From an optimization exercise on the open Yosys and OpenROAD flow, aimed at small area; shortcuts taken in it are not production practice. In this exercise RTL edits were held to simulation tests only and were not proved equivalent to the original.

Setup of run A:
// feature_ext_top
module feature_ext_top
#(
    parameter int REPORT_INTERVAL = 10,
    parameter int BASELINE_LEN    = 20       
) (
    input  logic                   clk,
    input  logic                   rst_n,
    input  logic signed [FP_W-1:0] vx,
    input  logic signed [FP_W-1:0] vy,
    input  logic signed [FP_W-1:0] nis_cv,
    input  logic                   imm_valid,
    input  logic signed [FP_W-1:0] rcs_amplitude,
    input  logic signed [FP_W-1:0] snr_db,
    input  logic signed [FP_W-1:0] doppler_spread_hz,
    input  logic signed [FP_W-1:0] micro_doppler_peak_hz,
    input  logic signed [FP_W-1:0] micro_doppler_period,
    input  logic                   rf_valid,
    output logic                   report_valid,
    output logic signed [FP_W-1:0] rpt_spd_avg,
    output logic signed [FP_W-1:0] rpt_spd_peak,
    output logic signed [FP_W-1:0] rpt_nis_avg,
    output logic signed [FP_W-1:0] rpt_nis_peak,
    output logic [MD_W-1:0]        rpt_md_type,
    output logic signed [FP_W-1:0] rpt_md_conf,
    output logic signed [FP_W-1:0] rpt_ecm_score,
    output logic                   rpt_ecm_detected,
    output logic                   ecm_noise_flag,
    output logic                   ecm_deception_flag
);
Settings: LEC_CHECK=0, ABC_AREA=0, CAP_MARGIN=20, CORE_MARGIN=2, CORE_UTILIZATION=72, CTS_BUF_LIST=sky130_fd_sc_hd__clkbuf_16, CTS_CLUSTER_DIAMETER=100, CTS_CLUSTER_SIZE=20, GPL_TIMING_DRIVEN=0, SLEW_MARGIN=20, SYNTH_HIERARCHICAL=1; clock period 25.0 ns.
standard.sh (not shown) runs the stock make flow with config.mk's settings and CLKGATE_MAP_FILE= SYNTH_SCRIPT=/design/flow/synth_recipe.tcl, a recipe that flattens the netlist after the stock synthesis.
==> flow/flow/run.sh <==
#!/bin/bash
# Layout flow: the standard flow (standard.sh, unchanged synthesis and steps),
# with the input/output port buffers made from the plain sky130 buffer
# (buf_1) instead of the delay buffer the resizer picks by default.
set -o pipefail
cp standard.sh standard.sh.txt
export BUFFER_PORTS_ARGS="-buffer_cell sky130_fd_sc_hd__buf_1"
bash standard.sh > standard.log 2>&1
status=$?
tail -40 standard.log
exit $status
--- input diff run A..run B ---
- changing CORE_UTILIZATION from 72 to 60
- changing GPL_TIMING_DRIVEN from 0 to 1
### Flow results
- Run B went all the way through the flow, and no timing, DRC or antenna check failed.
- Compared to run A, run B has worst setup slack 0.27 ns higher.
- Run B against run A: worst-case reg-to-reg path depth closely matched the old numbers; sequential share of layout area about even.
[inputs] run C vs run B
- GPL_TIMING_DRIVEN now 0, was 1
==> results.txt <==
The standard cells in run C occupy more silicon area than those in run B do.
Looking at run C and run B, the fmax is a wash.
Diff run B -> run C | wire length on met2 | down by a few percent
When run C is set beside run B, its worst-case setup margin in the final layout turns out to be 0.063 ns smaller.
Changes observed in run C relative to run B: count of cell instances traversed by the critical path went up 10, placed wire-length estimate after detailed placement now smaller, max-slew headroom at the worst pin decreased by 9.3 points relative to the old numbers, area share of fa/ha/maj cells after synthesis comparable.
In the flow results for run C and run B, the global-route usage is larger on run B.
Inputs modified between run C and run D:
- setting GPL_ROUTABILITY_DRIVEN to 0 for the first time
- changing GPL_TIMING_DRIVEN from 0 to 1
==> comparison <==
In the reports for run C and run D, the smaller count of cell instances traversed by the critical path belongs to run D. Final clock period utilization by the worst path (higher): run C. In the flow results for run C and run D, the maximum fanout along the worst path is smaller on run D. Changes observed in run D relative to run C: clock-buffer cell count stayed essentially flat, fraction of met2 tracks used by global routing rose by 0.28 points.


Starting RTL as in the previous note.
clock: 25.0 ns
lec_check: 0
abc_area: 0
cap_margin: 20
core_margin: 2
core_utilization: 60
cts_buf_list: sky130_fd_sc_hd__clkbuf_16
cts_cluster_diameter: 100
cts_cluster_size: 20
gpl_timing_driven: 1
place_density: 0.72
slew_margin: 20
synth_hierarchical: 1
Scripts as last shown in full above: flow/flow/run.sh
==> next run, changes <==
- CORE_UTILIZATION: 60 -> 50
- PLACE_DENSITY: 0.72 -> unset
Result:
- The changed run produced a clean layout
- routed wire length went up by a few percent
- cell count went up by a few percent
- first-iteration DRC count went down by roughly a tenth
- non-clock buffer count went up by 39
- setup slack degrades by 6.0 ps
- hold slack is about the same
- die area went up by about a fifth
- final area went up slightly
- via count is about the same

what the ideal ports hide:
The results above use ideal ports. As a check the final layouts listed here were re-extracted and re-timed, cells and wires unchanged.
Step 1: set_driving_cell puts a clkbuf_16 on clk and a buf_2 on each other input, an assumption about the parent block.
Step 2, shift: input delay + t, output delay - t, t = (earliest + latest rising clock arrival at the registers) / 2. This alone moves slack from input paths to output paths.
a / b / c = ideal / step 1 / step 2; a / b = the first two.
run	t, ns	setup WS [ns]	worst hold slack (ns)	worst setup path at the end	latest minus earliest clock arrival (ns)
run A	0.686	0.309 / 0.350 / -0.336	0.438 / 0.438 / 0.438	input to register	0.044 / 0.043
run B	0.722	0.576 / 0.615 / -0.107	0.452 / 0.452 / 0.452	input to register	0.056 / 0.055
run C	0.711	0.513 / 0.553 / -0.158	0.450 / 0.450 / 0.450	input to register	0.042 / 0.042
run D	0.719	0.663 / 0.708 / -0.011	0.453 / 0.453 / 0.453	input to register	0.062 / 0.062
the first run of note 2	0.683	0.534 / 0.577 / -0.106	0.450 / 0.450 / 0.450	input to register	0.038 / 0.037
the second run of note 2	0.710	0.528 / 0.529 / -0.181	0.453 / 0.453 / 0.453	input to register	0.035 / 0.034
With both steps, setup timing fails in every run listed, where it was met with ideal ports. The setup slack of the second run of note 2, which loses most, moves by +0.001 ns with the drivers and by -0.709 ns with both steps.
